Source: an optimization exercise on an open RTL-to-GDS flow (aim: a short achievable clock period and few clock cycles). Production flows keep margins and buffers that such runs may drop. In this exercise RTL edits were held to simulation tests only and were not proved equivalent to the original. Power and IR drop assume default switching activity.

===== flow/design.v =====
`timescale 1ns / 1ps
package glpw_pkg;
   typedef enum logic {
      CMD_START    = 1'b0,
      CMD_CONTINUE = 1'b1
   } command_type;
   typedef enum logic [1:0] {
      AXIS_VERTICAL   = 2'd0,
      AXIS_HORIZONTAL = 2'd1,
      AXIS_DIAGONAL   = 2'd2
   } axis_mode_type;
   typedef struct packed {
      logic stop_at_occupant;
      logic info_mode;
      logic pass_through;
   } walk_flags_type;
   typedef struct packed {
      logic projectable;
      logic believed_wall;
      logic occupied;
   } cell_status_type;
   localparam int LEN_W = 8;
   localparam int             CSR_DATA_W          = 32;
   localparam int             CSR_ADDR_W          = 3;
   localparam logic           CSR_IDX_RANGE_LIMIT = 1'b0;
   localparam logic [LEN_W-1:0] RANGE_LIMIT_RESET = 8'd20;
   function automatic int entry_width(input int coord_bits);
      entry_width = 12 + 8 * coord_bits;
   endfunction
endpackage
`timescale 1ns / 1ps
`timescale 1ns / 1ps
`timescale 1ns / 1ps
`timescale 1ns / 1ps
module grid_line_path_walker #(
   parameter int COORD_BITS = 8
) (
   input  logic                  clock,
   input  logic                  reset,
   input  logic                  req_valid,
   output logic                  req_stall,
   input  logic                  req_command,
   input  logic [COORD_BITS-1:0] req_start_y,
   input  logic [COORD_BITS-1:0] req_start_x,
   input  logic [COORD_BITS-1:0] req_end_y,
   input  logic [COORD_BITS-1:0] req_end_x,
   input  logic                  req_pass_through,
   input  logic                  req_info_mode,
   input  logic                  req_stop_at_occupant,
   input  logic                  req_cell_projectable,
   input  logic                  req_cell_believed_wall,
   input  logic                  req_cell_occupied,
   output logic                  rsp_valid,
   input  logic                  rsp_stall,
   output logic [COORD_BITS-1:0] rsp_grid_y,
   output logic [COORD_BITS-1:0] rsp_grid_x,
   output logic                  rsp_grid_valid,
   output logic                  rsp_path_done,
   output logic [glpw_pkg::LEN_W-1:0] rsp_path_length,
   input  logic                  csr_psel,
   input  logic                  csr_penable,
   input  logic                  csr_pwrite,
   input  logic [glpw_pkg::CSR_ADDR_W-1:0] csr_paddr,
   input  logic [glpw_pkg::CSR_DATA_W-1:0] csr_pwdata,
   output logic [glpw_pkg::CSR_DATA_W-1:0] csr_prdata,
   output logic                  csr_pready
);
   localparam int CB = COORD_BITS;
   localparam int LW = glpw_pkg::LEN_W;
   localparam int DW = glpw_pkg::CSR_DATA_W;
   localparam int AW = glpw_pkg::CSR_ADDR_W;
   localparam int KW = CB + 4;    
   typedef logic [KW-1:0] word_type;
   typedef struct packed {
      logic [CB-1:0] y;
      logic [CB-1:0] x;
      logic          gv;
      logic          done;
      logic [LW-1:0] len;
   } result_type;
   function automatic logic [KW:0] ks_add(input word_type a, input word_type b, input logic cin);
      word_type g, p, gg, pp;
      g  = a & b;
      p  = a ^ b;
      gg = g;
      pp = p;
      gg[0] = g[0] | (p[0] & cin);
      for (int s = 1; s < KW; s = s * 2) begin
         for (int i = KW - 1; i >= s; i--) begin
            gg[i] = gg[i] | (pp[i] & gg[i-s]);
            pp[i] = pp[i] & pp[i-s];
         end
      end
      ks_add = {gg[KW-1], p ^ {gg[KW-2:0], cin}};
   endfunction
   function automatic word_type ks_sub(input word_type a, input word_type b);
      logic [KW:0] r;
      r = ks_add(a, ~b, 1'b1);
      ks_sub = r[KW-1:0];
   endfunction
   function automatic logic ks_ge(input word_type a, input word_type b);
      logic [KW:0] r;
      r = ks_add(a, ~b, 1'b1);
      ks_ge = !r[KW-1];
   endfunction
   function automatic word_type ks_add3(input word_type a, input word_type b, input word_type c,
                                        input logic cin);
      word_type s, k;
      logic [KW:0] r;
      s = a ^ b ^ c;
      k = ((a & b) | (a & c) | (b & c)) << 1;
      r = ks_add(s, k, cin);
      ks_add3 = r[KW-1:0];
   endfunction
   function automatic logic [2*KW-1:0] csa(input word_type a, input word_type b, input word_type c);
      csa = {((a & b) | (a & c) | (b & c)) << 1, a ^ b ^ c};
   endfunction
   function automatic logic ks_ge4(input word_type p, input word_type q, input word_type r,
                                   input word_type s);
      logic [2*KW-1:0] t1, t2;
      logic [KW:0]     u;
      t1 = csa(p, q, ~r);
      t2 = csa(t1[KW-1:0], t1[2*KW-1:KW], ~s);
      u  = ks_add(t2[KW-1:0], t2[2*KW-1:KW] | word_type'(1), 1'b1);
      ks_ge4 = !u[KW-1];
   endfunction
   function automatic word_type w(input logic [CB-1:0] v);
      w = word_type'(v);
   endfunction
   function automatic logic [CB-1:0] step_coord(input logic [CB-1:0] v, input logic dn);
      logic [KW:0] r;
      r = ks_add(w(v), dn ? '1 : word_type'(1), 1'b0);
      step_coord = r[CB-1:0];
   endfunction
   logic [LW-1:0] range_limit_ff;
   logic          csr_hit;
   assign csr_hit    = (csr_paddr[AW-1:2] == glpw_pkg::CSR_IDX_RANGE_LIMIT);
   assign csr_pready = 1'b1;
   assign csr_prdata = csr_hit ? DW'(range_limit_ff) : '0;
   always_ff @(posedge clock) begin
      if (reset) begin
         range_limit_ff <= glpw_pkg::RANGE_LIMIT_RESET;
      end else if (csr_psel && csr_penable && csr_pwrite && csr_hit) begin
         range_limit_ff <= csr_pwdata[LW-1:0];
      end
   end
   result_type res_new, res_f_ff, res_h0_ff, res_h1_ff, res_out;
   logic       fv_ff, hv0_ff, hv1_ff, hwp_ff, hrp_ff;
   logic       accept, take, hold_any, push, pop;
   assign hold_any  = hv0_ff || hv1_ff;
   assign req_stall = hold_any;
   assign accept    = req_valid && !hold_any;
   assign rsp_valid = hold_any || fv_ff;
   assign take      = rsp_valid && !rsp_stall;
   assign push      = fv_ff && !(take && !hold_any);
   assign pop       = take && hold_any;
   always_comb begin
      res_out         = !hold_any ? res_f_ff : (hrp_ff ? res_h1_ff : res_h0_ff);
      rsp_grid_y      = res_out.y;
      rsp_grid_x      = res_out.x;
      rsp_grid_valid  = res_out.gv;
      rsp_path_done   = res_out.done;
      rsp_path_length = res_out.len;
   end
   always_ff @(posedge clock) begin
      res_f_ff <= res_new;
   end
   always_ff @(posedge clock) begin
      if (reset) begin
         fv_ff  <= 1'b0;
         hv0_ff <= 1'b0;
         hv1_ff <= 1'b0;
         hwp_ff <= 1'b0;
         hrp_ff <= 1'b0;
      end else begin
         fv_ff <= accept;
         if (push) begin
            hwp_ff <= !hwp_ff;
         end
         if (pop) begin
            hrp_ff <= !hrp_ff;
         end
         if ((push && !hwp_ff) || (pop && !hrp_ff)) begin
            hv0_ff <= push && !hwp_ff;
         end
         if ((push && hwp_ff) || (pop && hrp_ff)) begin
            hv1_ff <= push && hwp_ff;
         end
      end
   end
   always_ff @(posedge clock) begin
      if (push && !hwp_ff) begin
         res_h0_ff <= res_f_ff;
      end
      if (push && hwp_ff) begin
         res_h1_ff <= res_f_ff;
      end
   end
   logic          active_ff;
   logic          pass_ff, info_ff, soo_ff;
   logic          vert_ff, diag_ff;
   logic          ydn_ff, xdn_ff;
   logic          first_ff;               
   logic [CB-1:0] y_ff, x_ff;             
   logic [LW-1:0] cells_ff;               
   logic [LW-1:0] cells1_ff;              
   logic [LW-1:0] minor_ff;               
   logic [CB-1:0] ay_ff, ax_ff;           
   word_type      r0_ff, r1_ff;           
   word_type      d_ff;                   
   word_type      incp_ff, incn_ff;       
   logic          s_same, s_ydn, s_xdn;
   logic [CB-1:0] s_ay, s_ax;
   logic          s_vert, s_horz, s_diag;
   logic [CB-1:0] s_y1, s_x1, s_ym, s_yp, s_xm, s_xp;
   logic [CB-1:0] s_y, s_x;
   logic          s_done, s_near;
   logic [3:0]    s_vert4, s_horz4;
   word_type      dyp, dyn, dxp, dxn, sy, sx, ey, ex;
   always_comb begin
      sy     = w(req_start_y);
      sx     = w(req_start_x);
      ey     = w(req_end_y);
      ex     = w(req_end_x);
      dyp    = ks_sub(ey, sy);
      dyn    = ks_sub(sy, ey);
      dxp    = ks_sub(ex, sx);
      dxn    = ks_sub(sx, ex);
      s_same = (req_start_y == req_end_y) && (req_start_x == req_end_x);
      s_ydn  = dyp[KW-1];
      s_xdn  = dxp[KW-1];
      s_ay   = s_ydn ? dyn[CB-1:0] : dyp[CB-1:0];
      s_ax   = s_xdn ? dxn[CB-1:0] : dxp[CB-1:0];
      s_vert4[0] = !ks_ge4(ex, sy, sx, ey);    
      s_vert4[2] = !ks_ge4(ex, ey, sx, sy);    
      s_vert4[1] = !ks_ge4(sx, sy, ex, ey);    
      s_vert4[3] = !ks_ge4(sx, ey, ex, sy);    
      s_horz4[0] = !ks_ge4(ey, sx, sy, ex);    
      s_horz4[2] = !ks_ge4(sy, sx, ey, ex);    
      s_horz4[1] = !ks_ge4(ey, ex, sy, sx);    
      s_horz4[3] = !ks_ge4(sy, ex, ey, sx);    
      s_vert = s_vert4[{s_ydn, s_xdn}];
      s_horz = s_horz4[{s_ydn, s_xdn}];
      s_diag = !s_vert && !s_horz;
      s_yp   = step_coord(req_start_y, 1'b0);
      s_ym   = step_coord(req_start_y, 1'b1);
      s_xp   = step_coord(req_start_x, 1'b0);
      s_xm   = step_coord(req_start_x, 1'b1);
      s_y1   = s_ydn ? s_ym : s_yp;
      s_x1   = s_xdn ? s_xm : s_xp;
      s_y    = s_horz ? req_start_y : s_y1;
      s_x    = s_vert ? req_start_x : s_x1;
      s_near = ((req_end_y == req_start_y) || ((req_end_y == s_yp) && (req_start_y != '1))
                || ((req_end_y == s_ym) && (req_start_y != '0)))
               && ((req_end_x == req_start_x) || ((req_end_x == s_xp) && (req_start_x != '1))
                   || ((req_end_x == s_xm) && (req_start_x != '0)))
               && !s_same;
      s_done = (range_limit_ff[LW-1:1] == '0) || (!req_pass_through && s_near);
   end
   logic          c_stop, c_give, c_done, c_dge, c_half, c_inc2, c_tgt;
   logic [CB-1:0] c_y, c_x;
   word_type      c_ay, c_ax, c_d, c_d1pv, c_d1nv, c_d1ph, c_d1nh, c_dp, c_dn;
   word_type      c_r0, c_r1, c_cells1;
   logic [2*KW-1:0] c_t1, c_t2, c_t3, c_t4, c_t5, c_t6;
   word_type      c_d0v, c_d0h;
   always_comb begin
      c_stop = (info_ff ? req_cell_believed_wall : !req_cell_projectable)
               || (soo_ff && req_cell_occupied);
      c_give = active_ff && !c_stop;
      c_ay   = w(ay_ff);
      c_ax   = w(ax_ff);
      c_d0v  = ks_add3(c_ax, c_ax << 1, ~c_ay, 1'b1);
      c_d0h  = ks_add3(c_ay, c_ay << 1, ~c_ax, 1'b1);
      c_d1nv = ks_add3(c_ax << 2, c_ax, ~c_ay, 1'b1);
      c_d1nh = ks_add3(c_ay << 2, c_ay, ~c_ax, 1'b1);
      c_t1   = csa(c_ax << 2, c_ax, ~(c_ay << 1));
      c_t2   = csa(c_t1[KW-1:0], c_t1[2*KW-1:KW], ~c_ay);
      c_d1pv = ks_add(c_t2[KW-1:0], c_t2[2*KW-1:KW] | word_type'(1), 1'b1);
      c_t4   = csa(c_ay << 2, c_ay, ~(c_ax << 1));
      c_t5   = csa(c_t4[KW-1:0], c_t4[2*KW-1:KW], ~c_ax);
      c_d1ph = ks_add(c_t5[KW-1:0], c_t5[2*KW-1:KW] | word_type'(1), 1'b1);
      c_dp   = ks_add(d_ff, incp_ff, 1'b0);
      c_dn   = ks_add(d_ff, incn_ff, 1'b0);
      c_dge  = first_ff ? !(vert_ff ? c_d0v[KW-1] : c_d0h[KW-1]) : !d_ff[KW-1];
      c_y    = (diag_ff || vert_ff || c_dge) ? step_coord(y_ff, ydn_ff) : y_ff;
      c_x    = (diag_ff || !vert_ff || c_dge) ? step_coord(x_ff, xdn_ff) : x_ff;
      c_half = diag_ff ? 1'b0 : (c_dge && minor_ff[0]);
      c_tgt  = vert_ff ? (cells1_ff == ay_ff) : (cells1_ff == ax_ff);
      c_done = (!pass_ff && c_tgt)
               || (c_half ? ks_ge(r1_ff, w(range_limit_ff)) : ks_ge(r0_ff, w(range_limit_ff)));
      if (first_ff) begin
         c_d = vert_ff ? (c_dge ? c_d1pv : c_d1nv) : (c_dge ? c_d1ph : c_d1nh);
      end else begin
         c_d = c_dge ? c_dp : c_dn;
      end
      c_inc2   = diag_ff ? cells1_ff[0] : (c_dge && minor_ff[0]);
      c_r0     = c_inc2 ? ks_add(r1_ff, word_type'(1), 1'b0) : r1_ff;
      c_r1     = ks_add(r1_ff, c_inc2 ? word_type'(2) : word_type'(1), 1'b0);
      c_cells1 = ks_add(w(cells1_ff), word_type'(1), 1'b0);
   end
   always_comb begin
      if (req_command == glpw_pkg::CMD_START) begin
         res_new.y    = s_same ? '0 : s_y;
         res_new.x    = s_same ? '0 : s_x;
         res_new.gv   = !s_same;
         res_new.done = s_same || s_done;
         res_new.len  = s_same ? LW'(0) : LW'(1);
      end else begin
         res_new.y    = c_give ? c_y : '0;
         res_new.x    = c_give ? c_x : '0;
         res_new.gv   = c_give;
         res_new.done = !c_give || c_done;
         res_new.len  = c_give ? cells1_ff : cells_ff;
      end
   end
   always_ff @(posedge clock) begin
      if (reset) begin
         active_ff <= 1'b0;
         cells_ff  <= '0;
         cells1_ff <= LW'(1);
         pass_ff   <= 1'b0;
         info_ff   <= 1'b0;
         soo_ff    <= 1'b0;
      end else if (accept) begin
         if (req_command == glpw_pkg::CMD_START) begin
            pass_ff <= req_pass_through;
            info_ff <= req_info_mode;
            soo_ff  <= req_stop_at_occupant;
            if (s_same) begin
               active_ff <= 1'b0;
               cells_ff  <= '0;
               cells1_ff <= LW'(1);
            end else begin
               active_ff <= !s_done;
               cells_ff  <= LW'(1);
               cells1_ff <= LW'(2);
            end
         end else if (active_ff) begin
            if (c_stop) begin
               active_ff <= 1'b0;
            end else begin
               active_ff <= !c_done;
               cells_ff  <= cells1_ff;
               cells1_ff <= c_cells1[LW-1:0];
            end
         end
      end
   end
   always_ff @(posedge clock) begin
      if (accept) begin
         if (req_command == glpw_pkg::CMD_START) begin
            vert_ff  <= s_vert;
            diag_ff  <= s_diag;
            ydn_ff   <= s_ydn;
            xdn_ff   <= s_xdn;
            first_ff <= 1'b1;
            y_ff     <= s_y;
            x_ff     <= s_x;
            minor_ff <= '0;
            ay_ff    <= s_ay;
            ax_ff    <= s_ax;
            r0_ff    <= s_diag ? word_type'(3) : word_type'(2);
            r1_ff    <= s_diag ? word_type'(4) : word_type'(3);
         end else if (c_give) begin
            first_ff <= 1'b0;
            y_ff     <= c_y;
            x_ff     <= c_x;
            minor_ff <= minor_ff + LW'(!diag_ff && c_dge);
            r0_ff    <= c_r0;
            r1_ff    <= c_r1;
            d_ff     <= c_d;
            if (first_ff) begin
               incp_ff <= vert_ff ? ks_sub(c_ax << 1, c_ay << 1) : ks_sub(c_ay << 1, c_ax << 1);
               incn_ff <= vert_ff ? (c_ax << 1) : (c_ay << 1);
            end
         end
      end
   end
endmodule

===== flow/flow/run.sh =====
#!/bin/bash
set -euo pipefail
bash standard.sh SETUP_SLACK_MARGIN=6.2 finish > orfs_make.log 2>&1

===== flow/standard.sh =====
#!/bin/bash
# synth_recipe.tcl (not shown) runs the flow's synth.tcl, then flattens the netlist and writes it again
# the make line also repeats each setting of config.mk as NAME=value (left out here)
make -C /OpenROAD-flow-scripts/flow DESIGN_CONFIG=/design/flow/config.mk WORK_HOME=/design/flow/orfs CLKGATE_MAP_FILE= SYNTH_SCRIPT=/design/flow/synth_recipe.tcl "${@:-finish}"

===== flow/config.mk =====
export PLATFORM = sky130hd
export DESIGN_NAME = grid_line_path_walker
export DESIGN_NICKNAME = grid_line_path_walker
export VERILOG_FILES = /design/flow/design.v
export SDC_FILE = /design/flow/constraint.sdc
export NUM_CORES = 4
export LEC_CHECK = 0
export CAP_MARGIN = 20
export CORE_MARGIN = 2
export CORE_UTILIZATION = 40
export SLEW_MARGIN = 20

===== flow/constraint.sdc =====
create_clock -name core_clock -period 10.5 [get_ports {clock}]
set_input_delay 2.1000 -clock core_clock [delete_from_list [all_inputs] [get_ports {clock}]]
set_output_delay 2.1000 -clock core_clock [all_outputs]
set_load 0.01 [all_outputs]

==> results.toml, run 1 <==
[route]
wl_per_cell_microns = 18.9
vias = 17200
drcViolationCount = 0
dr.first_iter.drc_count = 1090
wl_microns = 59400
first_pass_iters = 7
via_per_inst = 5.47
route.antenna.remaining_nets = 0

[logic_synthesis]
yosysWarnings = 1
synth_commonest_cells = "inv_1, ha_1, fa_1"
synth_area_leaders = "edfxtp_1, fa_1, ha_1"
synth_top_area_share_pct = 20.1
ys_seq_area_share_pct = 25.6
ys_ff_latch = 203
ys_types = 91
async_reset_ff_share_pct = 0
post-synth-top-count-cell = "inv_1"
synth.largest_area_cell = "edfxtp_1"
syn_inst = 2207
netlist_area_sq_mm = 0.0215
synth_area_per_cell_sq_um = 9.74
ys.flop_type = "edfxtp_1"
synth_edf_count = 144

[clock_network]
cts_made_buffers = 24
clock_path_buffers = 3
cts.hold.buffers_added = 0
htree_num_levels = 1
clk_pin_slew_ns = 0.06
clk_latency_ns = 0.52
cts_sinks = 203
cts_tree = "built"
root_buffer = "clkbuf_16"

[setup_path]
max_stage_delay_ns = 0.50
cpMostUsedCell = "o21a_1"
path_delay_family = "compound AO/OA/AOI/OAI gates"
crit_fanout = 5
critPathBufInv = 4
end_kind = "flop"
cp-start-kind = "input pin"
worstPathRequired_ns = 10.76
r2r_slack_ns = 6.34
critPathKind = "in -> reg"
cp_slowest_cell = "fa_1"
arrival_ns = 5.57
crit_chain = "buf_12 -> clkinvlp_4 -> buf_6 -> fa_1 -> inv_2 -> fa_1 -> ha_1 -> o21a_1 -> o21a_1 -> o21a_1 -> o211ai_1 -> a21oi_2 -> o32ai_4 -> o21ai_2 -> nor3b_4 -> o21bai_1"

[finish]
syn_to_final_growth_pct = 23.7
antenna_cells = 0
final_nets = 2948
drive_gt1_share_pct = 20.8

[hold_path]
hold_path_class = "reg -> reg"

[global_routing]
grt_pass1_wl_microns = 94900
grt_pass1_vias = 17800
grt_max_degree = 50
antenna_found_initial = 1
gr-total-overflow = 0
grt.total_usage_pct = 21.3

[sta]
slew_viol_final = 0
tns_ns = 0
tightest_slew_ns = 1.12
clock.fmax_mhz = 188
finalCriticalPeriod_ns = 5.32
finalCritPeriodShare_pct = 50.6
grt_setup_unrepaired = "yes"
fin_worst_skew_ns = 0.00995
whs_ns = 0.454
finalSetupViolations = 0
hold_violations = 0
relSlewSlack_pct = 25.4

[floorplanning]
num_io_pins = 142
core_area_sq_mm = 0.0529
die_h_microns = 236
die_x_microns = 236
dieArea_sq_mm = 0.0556
fp-row-count = 84
initial_utilization_pct = 40.7

[place]
io_buffer_count = 90
dp_hpwl_microns = 42700
place.gp.congestion = 0.876

[power_and_ir_drop]
p_leak_nw = 11.0
ir_drop_mv = 0.0846
power_mw = 3.76
p_per_area_mw_per_mm2 = 141

[job]
drv_cap = 0

[run_status]
status = "timing/DRC/antenna clean"
worst reg2reg max path: stages, from the launching register on:
cell and delay [ns]:
edfxtp_1 0.43, buf_4 0.21, fa_1 0.53, inv_1 0.05, fa_1 0.45, ha_1 0.33, o21ai_0 0.17, a311oi_2 0.38
a21o_1 0.18, a21oi_1 0.10, o21ai_1 0.24, a21oi_1 0.12, a311o_1 0.35, o311ai_0 0.16, o311ai_1 0.18
cells in the final DEF, fill, tap and decap left out, types with 16 or more instances in the layout:
master / count
clkdlybuf4s50_1: 49
edfxtp_1: 144
buf_6: 41
clkinvlp_4: 36
ha_1: 222
o211ai_1: 18
dfxtp_1: 57
nand3_1: 40
and3_1: 16
a21oi_1: 94
nor2b_1: 29
mux2i_1: 75
a211oi_1: 19
buf_4: 158
clkbuf_16: 27
o21ai_0: 120
a21o_1: 42
inv_1: 205
a21oi_2: 19
nand2b_1: 19
xor2_1: 47
nor3_1: 34
conb_1: 25
xnor2_1: 82
nand2_1: 125
fa_1: 182
nor2_1: 119
registers in the layout, indices dropped and copies added, names as in the netlist, 8 cells and up:
| signal | count |
|---|---|
| ax_ff | 8 |
| ay_ff | 8 |
| cells1_ff | 8 |
| cells_ff | 8 |
| d_ff | 11 |
| incn_ff | 8 |
| incp_ff | 11 |
| r0_ff | 12 |
| r1_ff | 12 |
| range_limit_ff | 8 |
| res_f_ff | 26 |
| res_h0_ff | 26 |
| res_h1_ff | 26 |
| x_ff | 8 |
| y_ff | 8 |
logic make-up after synthesis:
group                      synth area share, %
and+or+nand+nor                           11.2
other                                   0.0349
xor gates and xnor gates                  5.66
buffers and inverters                     6.89
AOI/OAI and AO/OA                         14.8
muxes                                     4.74
adders and majority gates                 31.1
DFF                                       25.6
per-stage QoR:
| stage | utilization (%) | instance area (sq um) | worst slack [ns] | instances |
|---|---|---|---|---|
| after detailed placement | 44.1 | 23300 | 2.65 | 2931 |
| after global placement | 44.1 | 23300 | 2.70 | 2931 |
| final | 50.3 | 26600 | 5.18 | 3151 |
| after floorplan | - | 22000 | 4.88 | 2230 |
| after global routing | 50.3 | 26600 | 5.08 | 3151 |
| after CTS | 49.3 | 26000 | 5.29 | 3123 |
metal layers:
layer | up-vias | global-route usage (%) | part of all wire (%)
met5 | - | 0 | 0
met4 | 0 | 7.39 | 3.3
met3 | 115 | 2.13 | 4.9
met2 | 500 | 37.4 | 50
met1 | 8511 | 27.2 | 42
li1 | 8112 | - | -
repair_timing:
action                     4_1_cts  5_1_grt
gates cloned                     7        0
gates resized for setup        425       76
buffers inserted               141       28
pin swaps                       68       63
setup endpoints to repair      164       90
final timing paths:
check                               startpoint           end  cells past startpoint
worst min register to register     res_f_ff[2]  res_h0_ff[2]                      0
worst max-delay path            req_start_x[1]      r0_ff[0]                     16
worst max register to register        ay_ff[1]      d_ff[11]                     14
worst min-delay path               res_f_ff[2]  res_h0_ff[2]                      0
area by class of cell:
class,instances,area (sq um)
Clock buffer,35,716
Timing Repair inverter,1,8.76
Multi-Input combinational cell,1670,15600
Clock inverter,9,76.3
Inverter,267,1210
Sequential cell,203,5510
Tap cell,688,861
Fill cell,4738,26300
Timing Repair Buffer,278,2650
power breakdown:
| part | leakage, nW | internal (mW) | switching [mW] | total [mW] |
|---|---|---|---|---|
| sequential | 1.81 | 0.936 | 0.0376 | 0.974 |
| clock | 0.392 | 0.499 | 0.332 | 0.831 |
| combinational | 8.82 | 0.882 | 1.07 | 1.95 |
Testbench counts, summed over its fixed seeds: cycles 46,506.
==> run 2, diff against run 1 <==
==> flow/flow/run.sh (replaced) <==
#!/bin/bash
set -euo pipefail
bash standard.sh SETUP_SLACK_MARGIN=6.6 finish > orfs_make.log 2>&1
==> results.toml, run 2 <==
[sta]
grt_setup_unrepaired = "yes"
slew_viol_final = 0
hold_violations = 0
finalCritPeriodShare_pct = 50.4
finalSetupViolations = 0
relSlewSlack_pct = 34.9
clock.fmax_mhz = 189
finalCriticalPeriod_ns = 5.29
tightest_slew_ns = 0.977
fin_worst_skew_ns = 0.0148
tns_ns = 0
whs_ns = 0.453

[clock_network]
root_buffer = "clkbuf_16"
clock_path_buffers = 3
cts_made_buffers = 24
htree_num_levels = 1
clk_latency_ns = 0.52
clk_pin_slew_ns = 0.06
cts_sinks = 203
cts.hold.buffers_added = 0
cts_tree = "built"

[power_and_ir_drop]
p_leak_nw = 11.6
ir_drop_mv = 0.103
power_mw = 4.08
p_per_area_mw_per_mm2 = 146

[route]
wl_met3_microns = 2450
first_pass_iters = 5
route.antenna.remaining_nets = 0
drcViolationCount = 0
highest_layer = "met4"
wl_met1_microns = 26500
dr.first_iter.drc_count = 1097
vias = 17600
wl_microns = 63500
via_per_inst = 5.50
wl_per_cell_microns = 19.8
wl_met2_microns = 32100

[logic_synthesis]
ys_types = 91
async_reset_ff_share_pct = 0
synth_area_leaders = "edfxtp_1, fa_1, ha_1"
ys.flop_type = "edfxtp_1"
netlist_area_sq_mm = 0.0215
synth_edf_count = 144
ys_seq_area_share_pct = 25.6
syn_inst = 2207
synth_top_area_share_pct = 20.1
ys_ff_latch = 203
synth_commonest_cells = "inv_1, ha_1, fa_1"
yosysWarnings = 1
post-synth-top-count-cell = "inv_1"
synth_area_per_cell_sq_um = 9.74
synth.largest_area_cell = "edfxtp_1"

[global_routing]
grt.total_usage_pct = 22.0
gr-total-overflow = 0
grt_pass1_vias = 18300
grt_pass1_wl_microns = 97800
antenna_found_initial = 0
grt_max_degree = 50

[setup_path]
r2r_start = "ay_ff[1]"
crit_start = "req_start_x[1]"
arrival_ns = 5.55
max_stage_delay_ns = 0.52
crit_chain = "buf_12 -> clkinvlp_4 -> buf_6 -> fa_1 -> inv_2 -> fa_1 -> ha_1 -> o21a_1 -> o21a_1 -> o21a_1 -> o211ai_1 -> a21oi_2 -> o32ai_4 -> buf_6 -> o21ai_4 -> nor3b_4 -> o21bai_1"
cp-start-kind = "input pin"
crit_fanout = 4
worstPathRequired_ns = 10.76
cp.depth = 17
r2r_end = "r1_ff[8]"
critPathBufInv = 5
cpMostUsedCell = "o21a_1"
worst_r2r_path_depth = 18
cp_slowest_cell = "fa_1"
r2r_slack_ns = 6.35
critPathKind = "in -> reg"
path_delay_family = "compound AO/OA/AOI/OAI gates"
end_kind = "flop"
endpoint = "r0_ff[0]"

[finish]
stdcell_area_sq_mm = 0.0279
top_regs = "res_f_ff (26), res_h0_ff (26), res_h1_ff (26)"
drive_gt1_share_pct = 25.1
syn_to_final_growth_pct = 29.9
final_cell_mix = "ha_1, inv_1, fa_1, buf_4, edfxtp_1"
antenna_cells = 0
final_nets = 3004
layout_commonest_cell = "ha_1"

[place]
io_buffer_count = 90
dpl_cell_area_sq_mm = 0.0234
dp_hpwl_microns = 43100
place.gp.congestion = 0.880

[floorplanning]
initial_utilization_pct = 40.7
num_io_pins = 142
dieArea_sq_mm = 0.0556
core_area_sq_mm = 0.0529
die_x_microns = 236
fp-row-count = 84
die_h_microns = 236

[job]
drv_cap = 0

[run_status]
status = "timing/DRC/antenna clean"

[hold_path]
hold_path_class = "reg -> reg"
run 2: kinds of logic (layout without fill, tap and decap cells):
group | after synthesis | after routing | share of synthesized area [%]
adder cells (fa/ha/maj) | 422 | 422 | 31.1
buffers and inverters | 361 | 645 | 6.89
multiplexers | 93 | 93 | 4.74
AND/OR/NAND/NOR | 496 | 501 | 11.2
AO/OA/AOI/OAI | 491 | 491 | 14.8
flip-flops | 203 | 203 | 25.6
other | 2 | 25 | 0.0349
XOR/XNOR | 139 | 139 | 5.66
run 2: worst min-delay path by stage:
stage | start | to | slack (ns) | cells past startpoint
3_5_place_dp | res_f_ff[11] | res_h0_ff[11] | 0.44 | 0
6_report | res_f_ff[13] | res_h0_ff[13] | 0.45 | 0
2_1_floorplan | res_f_ff[0] | res_h0_ff[0] | 0.43 | 0
3_3_place_gp | res_f_ff[5] | res_h1_ff[5] | 0.44 | 0
4_1_cts | res_f_ff[13] | res_h0_ff[13] | 0.45 | 0
5_1_grt | res_f_ff[13] | res_h0_ff[13] | 0.46 | 0
run 2: layout make-up:
class / count / area [sq um]
clock buffers: 37 / 785
flip-flops and latches: 203 / 5520
clock inverters: 7 / 63.8
repair inverters: 4 / 31.3
inverters: 267 / 1180
repair buffers: 330 / 3400
fillers: 4570 / 24900
multi-input cells: 1671 / 16100
well taps: 688 / 861
run 2: layer usage:
metal | up-vias | GRT usage [%]
li1 | 8233 | -
met1 | 8861 | 27.9
met2 | 431 | 38.5
met3 | 114 | 1.93
met4 | 0 | 8.84
met5 | - | 0
run 2: what timing repair did:
action	in CTS	in global routing
gates resized for setup	519	138
buffers inserted	175	43
endpoints found under the setup margin	212	165
gates cloned	11	4
pin swaps	109	121
run 2: report_power, final:
part	total [mW]	switching, mW	leakage [nW]	internal (mW)
registers	0.976	0.0407	1.81	0.936
clock network	0.872	0.333	0.413	0.539
logic	2.23	1.19	9.41	1.04
run 2: metrics by stage:
stage	cells	util, %	worst slack, ns
4_1_cts	3160	50.7	5.25
6_report	3207	52.8	5.21
3_5_place_dp	2930	44.2	2.58
5_1_grt	3207	52.8	5.11
3_3_place_gp	2929	44.2	2.65
2_1_floorplan	2230	-	4.88

-- separate check: timing with driven ports --
How much do the figures lean on ideal ports? The routed layouts below were timed once more, with nothing changed but the port constraints.
Step 1: set_driving_cell puts a clkbuf_16 on clock and a buf_2 on each other input, an assumption about the parent block.
Step 2 moves the port delays by t, midway between the first and last clock arrival at a register: inputs arrive t later, outputs are due t later. That takes back most of the time a late clock gives input paths.
a / b / c = ideal / step 1 / step 2; a / b = the first two.
run	t (ns)	setup slack, ns	slew at the worst register clock pin (ns)	worst slew at a driven data input, ns	cell pins on the clock port's net
run 1	0.574	5.184 / 5.176 / 4.602	0.06 / 0.06	0.16	1
run 2	0.567	5.207 / 5.178 / 4.611	0.06 / 0.06	0.13	1
After both steps every run listed still meets setup and hold. For run 2, which loses most, drivers alone change the setup slack by -0.029 ns; drivers and shift together by -0.596 ns.
